Background: an optimization exercise with open tools, aiming at small area. Do not read the settings as production practice.
Only simulation tests tie the RTL to the original design; equivalence was not proved.
Power and IR drop assume default switching activity.

==> flow/design.v <==
package fir_avg_pkg;
  localparam int W_DEF     = 24;
  localparam int LOG2N_DEF = 4;
  localparam int CH_DEF    = 2;
  localparam int ACC_W_DEF = W_DEF + LOG2N_DEF;
  typedef logic signed [ACC_W_DEF-1:0] acc_def_t;
endpackage
module fir_avg_delay_line
#(
  parameter int W     = fir_avg_pkg::W_DEF,
  parameter int LOG2N = fir_avg_pkg::LOG2N_DEF,
  parameter int CH    = fir_avg_pkg::CH_DEF
) (
  input  logic            clk,
  input  logic            reset,
  input  logic            we,
  input  logic            hold,
  input  logic [CH*W-1:0] din_n,
  output logic [CH*W-1:0] newest_n,
  output logic [CH*W-1:0] oldest_raw,
  output logic            inv
);
  localparam int N = 1 << LOG2N;
  logic [CH*W-1:0]        sr0_n_q;  
  logic [CH*W-1:0]        sr0_n_d;
  logic [N-1:1][CH*W-1:0] sr_q;     
  logic [N-1:1][CH*W-1:0] sr_d;
  logic [N-1:1][CH*W-1:0] sr_in;    
  logic                   inv_q;
  always_ff @(posedge clk or posedge reset) begin
    if (reset) inv_q <= 1'b0;
    else       inv_q <= ~inv_q;
  end
  fir_avg_sel0_n #(.WIDTH(CH*W)) u_sel0 (
    .d0_n (din_n),
    .s1_n (~hold),
    .d1   (sr0_n_q),
    .y    (sr0_n_d)
  );
  assign sr_in[1] = ~sr0_n_q ^ {(CH*W){inv_q}};
  for (genvar k = 2; k < N; k++) begin : g_in
    assign sr_in[k] = sr_q[k-1];
  end
  fir_avg_sel_n #(.WIDTH((N-1)*CH*W)) u_sel (
    .s0_n (~we),
    .d0   (sr_in),
    .s1_n (~hold),
    .d1   (sr_q),
    .y_n  (sr_d)
  );
  always_ff @(posedge clk) begin
    sr0_n_q <= sr0_n_d;
    sr_q  <= sr_d;
  end
  assign newest_n   = sr0_n_q;
  assign oldest_raw = sr_q[N-1];
  assign inv        = inv_q;
endmodule
module fir_avg_sel0_n
#(
  parameter int WIDTH = 1
) (
  input  logic [WIDTH-1:0] d0_n,
  input  logic             s1_n,
  input  logic [WIDTH-1:0] d1,
  output logic [WIDTH-1:0] y
);
  assign y = d0_n & ({WIDTH{s1_n}} | d1);
endmodule
module fir_avg_sel_n
#(
  parameter int WIDTH = 1
) (
  input  logic             s0_n,
  input  logic [WIDTH-1:0] d0,
  input  logic             s1_n,
  input  logic [WIDTH-1:0] d1,
  output logic [WIDTH-1:0] y_n
);
  assign y_n = ~(({WIDTH{s0_n}} | d0) & ({WIDTH{s1_n}} | d1));
endmodule
module fir_avg_multi
#(
  parameter int W     = fir_avg_pkg::W_DEF,
  parameter int LOG2N = fir_avg_pkg::LOG2N_DEF,
  parameter int CH    = fir_avg_pkg::CH_DEF
) (
  input  logic            clk,
  input  logic            reset,
  input  logic            isValid,
  input  logic            flush,
  input  logic            bypass,
  input  logic [CH*W-1:0] dataIn,
  output logic [CH*W-1:0] dataOut,
  output logic            outValid,
  output logic            filled
);
  localparam int N  = 1 << LOG2N;
  localparam int AW = W + LOG2N;
  localparam int CIA_BLK = 8;
  logic            accept;
  logic [CH*W-1:0] din_g;       
  logic [CH*W-1:0] newest_n;
  logic [CH*W-1:0] oldest_raw;
  logic            inv;
  logic [LOG2N-1:0] cnt_q;
  logic             filled_q;
  logic             vld_q;
  logic             zero_q;     
  logic             sel_avg_q;  
  logic             sel_smp_q;  
  assign accept = isValid & ~flush;
  assign din_g  = {(CH*W){isValid}} & dataIn;
  fir_avg_delay_line #(
    .W     (W),
    .LOG2N (LOG2N),
    .CH    (CH)
  ) u_delay_line (
    .clk        (clk),
    .reset      (reset),
    .we         (isValid),
    .hold       (~isValid),
    .din_n      (~din_g),
    .newest_n   (newest_n),
    .oldest_raw (oldest_raw),
    .inv        (inv)
  );
  always_ff @(posedge clk or posedge reset) begin
    if (reset) begin
      cnt_q     <= '0;
      filled_q  <= 1'b0;
      vld_q     <= 1'b0;
      zero_q    <= 1'b1;
      sel_avg_q <= 1'b0;
      sel_smp_q <= 1'b0;
    end else begin
      vld_q  <= accept;
      zero_q <= flush;
      if (flush) begin
        cnt_q     <= '0;
        filled_q  <= 1'b0;
        sel_avg_q <= 1'b0;
        sel_smp_q <= 1'b0;
      end else if (accept) begin
        cnt_q     <= cnt_q + LOG2N'(1);
        sel_avg_q <= ~bypass;
        sel_smp_q <= bypass;
        if (cnt_q == LOG2N'(N-1)) filled_q <= 1'b1;
      end
    end
  end
  assign outValid = vld_q;
  assign filled   = filled_q;
  for (genvar c = 0; c < CH; c++) begin : g_ch
    logic                 smp_v;
    logic                 old_v;
    logic        [W-1:0]  smp_o;
    logic        [W-1:0]  old_o;
    logic        [AW-1:0] acc_n_q;    
    logic signed [AW-1:0] acc_nxt;
    assign smp_v = isValid;
    assign old_v = isValid & filled_q;
    assign smp_o = {~din_g[c*W+W-1], din_g[c*W +: W-1]};
    logic old_v1, old_v0;
    logic [W-1:0] old_raw, old_t;
    assign old_v1  = old_v & ~inv;
    assign old_v0  = old_v & inv;
    assign old_raw = oldest_raw[c*W +: W];
    assign old_t   = ({W{old_v1}} & old_raw) | ({W{old_v0}} & ~old_raw);
    assign old_o   = {~old_t[W-1], old_t[W-2:0]};
    logic [AW-1:0] op_a, op_b, op_c, cs_s, cs_c;
    assign op_a = ~(acc_n_q | {AW{zero_q}});
    assign op_b = {{LOG2N{1'b0}}, smp_o};
    assign op_c = ~{{LOG2N{1'b0}}, old_o};
    assign cs_s = op_a ^ op_b ^ op_c;
    assign cs_c = (op_a & op_b) | (op_a & op_c) | (op_b & op_c);
    localparam int NB = (AW + CIA_BLK - 1) / CIA_BLK;
    logic [AW-1:0] cp_a, cp_b;
    logic [AW-1:0] s0;      
    logic [AW-1:0] ones;    
    logic [NB:0]   cb;      
    assign cp_a  = cs_s;
    assign cp_b  = {cs_c[AW-2:0], 1'b1};
    assign cb[0] = 1'b0;
    for (genvar j = 0; j < NB; j++) begin : g_blk
      localparam int LO = j * CIA_BLK;
      localparam int HI = (LO + CIA_BLK < AW) ? LO + CIA_BLK : AW;
      logic [HI-LO:0] rc;
      assign rc[0] = 1'b0;
      for (genvar i = LO; i < HI; i++) begin : g_bit
        assign s0[i]      = cp_a[i] ^ cp_b[i] ^ rc[i-LO];
        assign rc[i-LO+1] = (cp_a[i] & cp_b[i]) | (rc[i-LO] & (cp_a[i] ^ cp_b[i]));
        if (i == LO) begin : g_first
          assign ones[i] = 1'b1;
        end else begin : g_next
          assign ones[i] = &s0[i-1:LO];
        end
        assign acc_nxt[i] = s0[i] ^ (cb[j] & ones[i]);
      end
      assign cb[j+1] = rc[HI-LO] | (cb[j] & (&s0[HI-1:LO]));
    end
    always_ff @(posedge clk) begin
      acc_n_q <= ~acc_nxt;
    end
    assign dataOut[c*W +: W] = ({W{sel_avg_q}} & ~acc_n_q[AW-1:LOG2N])
                             | ({W{sel_smp_q}} & ~newest_n[c*W +: W]);
  end
endmodule
Settings: LEC_CHECK=0, CAP_MARGIN=20, CORE_MARGIN=2, CORE_UTILIZATION=70, PLACE_DENSITY=0.8, SLEW_MARGIN=20, SYNTH_HIERARCHICAL=1, SYNTH_MINIMUM_KEEP_SIZE=0; clock period 7.0 ns.
standard.sh (not shown) runs the stock make flow with config.mk's settings and CLKGATE_MAP_FILE= SYNTH_SCRIPT=/design/flow/synth_recipe.tcl, a recipe that flattens the netlist after the stock synthesis.
==> flow/flow/run.sh <==
#!/bin/bash
# Layout flow: the standard ORFS flow (standard.sh, unchanged synthesis,
# floorplan, power grid and tap cells), with two settings of its own:
#  - port buffers are the smallest buffer (buf_1) instead of the flow's pick;
#  - clock tree: clkbuf_8 buffers in clusters of at most 20 sinks within
#    60 um, and no dummy loads at the leaves.
# make's full output goes to flow_make.log here; ORFS's per-step logs stay
# under orfs/logs/.
set -euo pipefail
bash standard.sh \
  BUFFER_PORTS_ARGS="-buffer_cell sky130_fd_sc_hd__buf_1" \
  CTS_ARGS="-sink_clustering_enable -repair_clock_nets -dont_use_dummy_load -buf_list sky130_fd_sc_hd__clkbuf_8 -sink_clustering_size 20 -sink_clustering_max_diameter 60" \
  finish > flow_make.log 2>&1
Change:
--- a/flow/design.v
+++ b/flow/design.v
@@ -12,63 +12,63 @@
   parameter int CH    = fir_avg_pkg::CH_DEF
 ) (
   input  logic            clk,
   input  logic            reset,
   input  logic            we,
   input  logic            hold,
-  input  logic [CH*W-1:0] din_n,
-  output logic [CH*W-1:0] newest_n,
+  input  logic [CH*W-1:0] din,
+  output logic [CH*W-1:0] newest,
   output logic [CH*W-1:0] oldest_raw,
   output logic            inv
 );
   localparam int N = 1 << LOG2N;
-  logic [CH*W-1:0]        sr0_n_q;  
-  logic [CH*W-1:0]        sr0_n_d;
+  logic [CH*W-1:0]        sr0_q;    
+  logic [CH*W-1:0]        sr0_d;
   logic [N-1:1][CH*W-1:0] sr_q;     
   logic [N-1:1][CH*W-1:0] sr_d;
   logic [N-1:1][CH*W-1:0] sr_in;    
   logic                   inv_q;
   always_ff @(posedge clk or posedge reset) begin
     if (reset) inv_q <= 1'b0;
     else       inv_q <= ~inv_q;
   end
-  fir_avg_sel0_n #(.WIDTH(CH*W)) u_sel0 (
-    .d0_n (din_n),
-    .s1_n (~hold),
-    .d1   (sr0_n_q),
-    .y    (sr0_n_d)
+  fir_avg_sel_or #(.WIDTH(CH*W)) u_sel0 (
+    .d0 (din),
+    .s1 (hold),
+    .d1 (sr0_q),
+    .y  (sr0_d)
   );
-  assign sr_in[1] = ~sr0_n_q ^ {(CH*W){inv_q}};
+  assign sr_in[1] = sr0_q ^ {(CH*W){inv_q}};
   for (genvar k = 2; k < N; k++) begin : g_in
     assign sr_in[k] = sr_q[k-1];
   end
   fir_avg_sel_n #(.WIDTH((N-1)*CH*W)) u_sel (
     .s0_n (~we),
     .d0   (sr_in),
     .s1_n (~hold),
     .d1   (sr_q),
     .y_n  (sr_d)
   );
   always_ff @(posedge clk) begin
-    sr0_n_q <= sr0_n_d;
+    sr0_q <= sr0_d;
     sr_q  <= sr_d;
   end
-  assign newest_n   = sr0_n_q;
+  assign newest     = sr0_q;
   assign oldest_raw = sr_q[N-1];
   assign inv        = inv_q;
 endmodule
-module fir_avg_sel0_n
+module fir_avg_sel_or
 #(
   parameter int WIDTH = 1
 ) (
-  input  logic [WIDTH-1:0] d0_n,
-  input  logic             s1_n,
+  input  logic [WIDTH-1:0] d0,
+  input  logic             s1,
   input  logic [WIDTH-1:0] d1,
   output logic [WIDTH-1:0] y
 );
-  assign y = d0_n & ({WIDTH{s1_n}} | d1);
+  assign y = d0 | ({WIDTH{s1}} & d1);
 endmodule
 module fir_avg_sel_n
 #(
   parameter int WIDTH = 1
 ) (
   input  logic             s0_n,
@@ -97,13 +97,13 @@
 );
   localparam int N  = 1 << LOG2N;
   localparam int AW = W + LOG2N;
   localparam int CIA_BLK = 8;
   logic            accept;
   logic [CH*W-1:0] din_g;       
-  logic [CH*W-1:0] newest_n;
+  logic [CH*W-1:0] newest;
   logic [CH*W-1:0] oldest_raw;
   logic            inv;
   logic [LOG2N-1:0] cnt_q;
   logic             filled_q;
   logic             vld_q;
   logic             zero_q;     
@@ -117,14 +117,14 @@
     .CH    (CH)
   ) u_delay_line (
     .clk        (clk),
     .reset      (reset),
     .we         (isValid),
     .hold       (~isValid),
-    .din_n      (~din_g),
-    .newest_n   (newest_n),
+    .din        (din_g),
+    .newest     (newest),
     .oldest_raw (oldest_raw),
     .inv        (inv)
   );
   always_ff @(posedge clk or posedge reset) begin
     if (reset) begin
       cnt_q     <= '0;
@@ -200,9 +200,9 @@
       assign cb[j+1] = rc[HI-LO] | (cb[j] & (&s0[HI-1:LO]));
     end
     always_ff @(posedge clk) begin
       acc_n_q <= ~acc_nxt;
     end
     assign dataOut[c*W +: W] = ({W{sel_avg_q}} & ~acc_n_q[AW-1:LOG2N])
-                             | ({W{sel_smp_q}} & ~newest_n[c*W +: W]);
-  end
-endmodule
+                             | ({W{sel_smp_q}} & newest[c*W +: W]);
+  end
+endmodule
The changed run finished with timing, DRC and antenna clean.
Total power is lower by 0.37%.
Via count barely changes.
Final area is about the same.
Routed wire length is lower by 2.1%.
Synthesized area is higher by 0.46%.
Hold slack gains 0.021 ns.
Non-clock buffer count is lower by 10.
Clock skew barely changes.
Maximum frequency climbs by 2.3%.
Setup slack gets better by 0.15 ns.
Synthesized cell count rises by 1.0%.
Die area came out higher by 0.45%.

[afterwards: timing with drivers on the ports]
In the flow no input, the clock included, has a driving cell. The finished layouts below were timed again as built, in two steps. Step 1 sets driving cells, clkbuf_16 on the clock port and buf_2 on the other inputs (assumed; they add their load-dependent delay and slew). Step 2 times the ports against the registers' clock, not the clock port: input delays grow and output delays shrink by t, the midpoint of the rising clock arrivals with the driver on. Slacks: ideal ports / drivers / drivers and shift; pairs: ideal ports / drivers.
run | t (ns) | slack for setup (ns) | worst hold slack (ns)
the first run | 0.706 | 0.381 / 0.414 / -0.292 | 0.393 / 0.393 / 0.393
the second run | 0.707 | 0.530 / 0.556 / -0.140 | 0.415 / 0.415 / 0.415
Met with ideal ports but missed after step 2: setup timing in the first run and the second run. For the first run, which loses most, drivers alone change the setup slack by +0.033 ns; drivers and shift together by -0.673 ns.
